This design comes from an exercise in tuning for small area, a short achievable clock period and few clock cycles on the open sky130 flow, not from production work.
At most, simulation tests tie the RTL to the original design; equivalence was not proved.
No activity file was given, so power comes from the tool's default toggle rates.

==> module cfm_cell, before the edit <==
module cfm_cell #(
   parameter int INDEX = 0
) (
   input  logic                         clock,
   input  logic                         clear,       
   input  logic                         wr_valid,    
   input  logic [cfm_pkg::IDX_W-1:0]    wr_index,
   input  logic [cfm_pkg::ADDR_W-1:0]   wr_network,
   input  logic [cfm_pkg::PREFIX_W-1:0] wr_prefix,
   input  logic                         wr_action,
   input  logic                         wr_enable,
   input  logic [cfm_pkg::ADDR_W-1:0]   address,
   output logic                         match,       
   output logic                         action
);
   logic [cfm_pkg::ADDR_W-1:0] net_ff;
   logic [cfm_pkg::PREFIX_W-1:0] len_ff;
   logic action_ff;
   logic valid_ff;
   logic sel;
   assign sel = wr_valid && (wr_index == cfm_pkg::IDX_W'(INDEX));
   always_ff @(posedge clock) begin
      if (sel && wr_enable) begin
         net_ff <= wr_network;
         len_ff <= wr_prefix;
         action_ff <= wr_action;
      end
      if (clear) begin
         valid_ff <= 1'b0;
      end else if (sel) begin
         valid_ff <= wr_enable;
      end
   end
   assign match = valid_ff &&
                  (((address ^ net_ff) & cfm_pkg::prefix_mask(len_ff)) == '0);
   assign action = action_ff;
endmodule
==> module cidr_first_match_filter_core, before the edit <==
module cidr_first_match_filter_core #(
   parameter int RULE_SLOTS = cfm_pkg::RULE_SLOTS_DEF
) (
   input  logic                         clock,
   input  logic                         reset,
   input  logic                         req_valid,
   output logic                         req_ready,
   input  logic                         req_op,
   input  logic [cfm_pkg::ADDR_W-1:0]   req_address,
   input  logic [cfm_pkg::IDX_W-1:0]    req_rule_index,
   input  logic [cfm_pkg::ADDR_W-1:0]   req_rule_network,
   input  logic [cfm_pkg::PREFIX_W-1:0] req_rule_prefix,
   input  logic                         req_rule_action,
   input  logic                         req_rule_enable,
   output logic                         rsp_valid,
   input  logic                         rsp_ready,
   output logic                         rsp_allow,
   output logic                         rsp_hit,
   output logic [cfm_pkg::IDX_W-1:0]    rsp_hit_index
);
   localparam int QD = 4;                
   localparam int QP = 2;                 
   localparam int RES_W = cfm_pkg::RES_W;
   logic ready_ff;
   logic reset_ff;
   logic s0_check, s0_write;
   logic [cfm_pkg::ADDR_W-1:0]   s0_address;
   logic [cfm_pkg::IDX_W-1:0]    s0_index;
   logic [cfm_pkg::ADDR_W-1:0]   s0_network;
   logic [cfm_pkg::PREFIX_W-1:0] s0_prefix;
   logic                         s0_action;
   logic                         s0_enable;
   always_ff @(posedge clock) begin
      reset_ff <= reset;
      s0_check <= !reset && req_valid && ready_ff && (req_op == cfm_pkg::OP_CHECK);
      s0_write <= !reset && req_valid && ready_ff && (req_op == cfm_pkg::OP_WRITE);
      s0_address <= req_address;
      s0_index <= req_rule_index;
      s0_network <= req_rule_network;
      s0_prefix <= req_rule_prefix;
      s0_action <= req_rule_action;
      s0_enable <= req_rule_enable;
   end
   logic [RULE_SLOTS-1:0] match, action;
   for (genvar k = 0; k < RULE_SLOTS; k++) begin : g_cell
      cfm_cell #(
         .INDEX (k)
      ) u_cell (
         .clock      (clock),
         .clear      (reset_ff),
         .wr_valid   (s0_write),
         .wr_index   (s0_index),
         .wr_network (s0_network),
         .wr_prefix  (s0_prefix),
         .wr_action  (s0_action),
         .wr_enable  (s0_enable),
         .address    (s0_address),
         .match      (match[k]),
         .action     (action[k])
      );
   end
   logic s1_check;
   logic [RULE_SLOTS-1:0] s1_match;
   always_ff @(posedge clock) begin
      s1_check <= !reset && s0_check;
      s1_match <= match;
   end
   logic [RES_W-1:0] verdict;
   always_comb begin
      verdict = '0;
      for (int k = RULE_SLOTS - 1; k >= 0; k--) begin
         if (s1_match[k]) begin
            verdict = {action[k], 1'b1, cfm_pkg::IDX_W'(k)};
         end
      end
   end
   logic [RES_W-1:0] q_data [QD];
   logic [QP-1:0] q_wp, q_rp, q_rp_next;
   logic [QP:0] q_cnt;
   logic h_valid;
   logic [RES_W-1:0] h_data;
   logic pop;
   logic [QP+1:0] in_flight;
   assign pop = h_valid && rsp_ready;
   assign q_rp_next = q_rp + QP'(1);
   assign in_flight = (QP+2)'(s0_check) + (QP+2)'(s1_check) + (QP+2)'(q_cnt) +
                      (QP+2)'(ready_ff);
   always_ff @(posedge clock) begin
      if (s1_check) begin
         q_data[q_wp] <= verdict;
      end
      if (!h_valid) begin
         h_data <= verdict;
      end else if (pop) begin
         if (q_cnt >= (QP+1)'(2)) begin
            h_data <= q_data[q_rp_next];
         end else begin
            h_data <= verdict;
         end
      end
      if (reset) begin
         q_wp <= '0;
         q_rp <= '0;
         q_cnt <= '0;
         h_valid <= 1'b0;
         ready_ff <= 1'b1;
      end else begin
         if (s1_check) begin
            q_wp <= q_wp + QP'(1);
         end
         if (pop) begin
            q_rp <= q_rp_next;
         end
         q_cnt <= q_cnt + (QP+1)'(s1_check) - (QP+1)'(pop);
         if (!h_valid || (pop && q_cnt < (QP+1)'(2))) begin
            h_valid <= s1_check;
         end
         if (pop) begin
            ready_ff <= in_flight <= (QP+2)'(QD);
         end else begin
            ready_ff <= in_flight < (QP+2)'(QD);
         end
      end
   end
   assign req_ready = ready_ff;
   assign rsp_valid = h_valid;
   assign {rsp_allow, rsp_hit, rsp_hit_index} = h_data;
endmodule
Settings: LEC_CHECK=0, CAP_MARGIN=20, CORE_MARGIN=2, CORE_UTILIZATION=55, SETUP_SLACK_MARGIN=1.8, SLEW_MARGIN=20; clock period 4.0 ns.
run.sh (not shown) runs the stock make flow with config.mk's settings and CLKGATE_MAP_FILE= SYNTH_SCRIPT=/design/flow/synth_recipe.tcl, a recipe that flattens the netlist after the stock synthesis.
Testbench counts at the start, summed over its fixed seeds: cycles 12,152.
Rerun with:
--- a/flow/design.v
+++ b/flow/design.v
@@ -22,40 +22,62 @@
    parameter int INDEX = 0
 ) (
    input  logic                         clock,
    input  logic                         clear,       
    input  logic                         wr_valid,    
    input  logic [cfm_pkg::IDX_W-1:0]    wr_index,
-   input  logic [cfm_pkg::ADDR_W-1:0]   wr_network,
-   input  logic [cfm_pkg::PREFIX_W-1:0] wr_prefix,
+   input  logic [cfm_pkg::ADDR_W:0]     wr_code,
    input  logic                         wr_action,
    input  logic                         wr_enable,
    input  logic [cfm_pkg::ADDR_W-1:0]   address,
    output logic                         match,       
    output logic                         action
 );
-   logic [cfm_pkg::ADDR_W-1:0] net_ff;
-   logic [cfm_pkg::PREFIX_W-1:0] len_ff;
+   logic [cfm_pkg::ADDR_W:0] code_ff;
    logic action_ff;
    logic valid_ff;
    logic sel;
    assign sel = wr_valid && (wr_index == cfm_pkg::IDX_W'(INDEX));
    always_ff @(posedge clock) begin
       if (sel && wr_enable) begin
-         net_ff <= wr_network;
-         len_ff <= wr_prefix;
+         code_ff <= wr_code;
          action_ff <= wr_action;
       end
       if (clear) begin
          valid_ff <= 1'b0;
       end else if (sel) begin
          valid_ff <= wr_enable;
       end
    end
-   assign match = valid_ff &&
-                  (((address ^ net_ff) & cfm_pkg::prefix_mask(len_ff)) == '0);
+   localparam int BLK = 4;
+   localparam int NBLK = cfm_pkg::ADDR_W / BLK;
+   logic [cfm_pkg::ADDR_W-1:0] diff;
+   logic [NBLK-1:0] blk_marker, blk_diff, blk_miss;
+   logic [NBLK-1:0] below;
+   assign diff = address ^ code_ff[cfm_pkg::ADDR_W:1];
+   always_comb begin
+      for (int b = 0; b < NBLK; b++) begin
+         blk_marker[b] = |code_ff[b*BLK +: BLK];
+         blk_diff[b] = |diff[b*BLK +: BLK];
+      end
+      for (int b = 0; b < NBLK; b++) begin
+         below[b] = 1'b0;
+         for (int c = 0; c < b; c++) begin
+            below[b] = below[b] | blk_marker[c];
+         end
+      end
+      for (int b = 0; b < NBLK; b++) begin
+         blk_miss[b] = below[b] & blk_diff[b];
+         for (int i = 0; i < BLK; i++) begin
+            for (int j = 0; j <= i; j++) begin
+               blk_miss[b] = blk_miss[b] | (diff[b*BLK + i] & code_ff[b*BLK + j]);
+            end
+         end
+      end
+   end
+   assign match = valid_ff && !(|blk_miss);
    assign action = action_ff;
 endmodule
 module cidr_first_match_filter_core #(
    parameter int RULE_SLOTS = cfm_pkg::RULE_SLOTS_DEF
 ) (
    input  logic                         clock,
@@ -96,22 +118,26 @@
       s0_network <= req_rule_network;
       s0_prefix <= req_rule_prefix;
       s0_action <= req_rule_action;
       s0_enable <= req_rule_enable;
    end
    logic [RULE_SLOTS-1:0] match, action;
+   logic [cfm_pkg::ADDR_W-1:0] wr_mask, wr_marker;
+   logic [cfm_pkg::ADDR_W:0] wr_code;
+   assign wr_mask = cfm_pkg::prefix_mask(s0_prefix);
+   assign wr_marker = ~wr_mask & {1'b1, wr_mask[cfm_pkg::ADDR_W-1:1]};
+   assign wr_code = {(s0_network & wr_mask) | wr_marker, s0_prefix >= cfm_pkg::PREFIX_FULL};
    for (genvar k = 0; k < RULE_SLOTS; k++) begin : g_cell
       cfm_cell #(
          .INDEX (k)
       ) u_cell (
          .clock      (clock),
          .clear      (reset_ff),
          .wr_valid   (s0_write),
          .wr_index   (s0_index),
-         .wr_network (s0_network),
-         .wr_prefix  (s0_prefix),
+         .wr_code    (wr_code),
          .wr_action  (s0_action),
          .wr_enable  (s0_enable),
          .address    (s0_address),
          .match      (match[k]),
          .action     (action[k])
       );
Total power went down by 6.5%.
Cell count went up by 1.2%.
Non-clock buffer count increases by 62.
Routed wire length rose by 3.9%.
Sequential share of layout area fell by 6.0 points.
Setup slack is worse by 0.52 ns.
Global-route usage went up by 3.5 points.
Design area stays flat.
No functional check of the RTL was part of the second run of this note.

[re-timing with driven ports]
No port has a modelled driver above. Below, the same layouts with a new extraction and two added sets of constraints. Step 1, drivers: a clkbuf_16 drives clock and a buf_2 each remaining input, both assumed. Step 2 times the ports against the registers' clock, not the clock port: input delays grow and output delays shrink by t, the midpoint of the rising clock arrivals with the driver on. Slacks: ideal ports / drivers / drivers and shift; pairs: ideal ports / drivers.
| run | shift t [ns] | setup WS [ns] | worst setup path at the end | latest minus earliest clock arrival (ns) |
|---|---|---|---|---|
| the first run | 0.694 | 1.795 / 1.795 / 1.256 | input to register | 0.018 / 0.018 |
| the second run | 0.680 | 1.280 / 1.280 / 1.209 | input to register | 0.028 / 0.028 |
After both steps setup and hold are still met in every run listed. For the first run, which loses most, drivers alone change the setup slack by 0.000 ns; drivers and shift together by -0.539 ns.
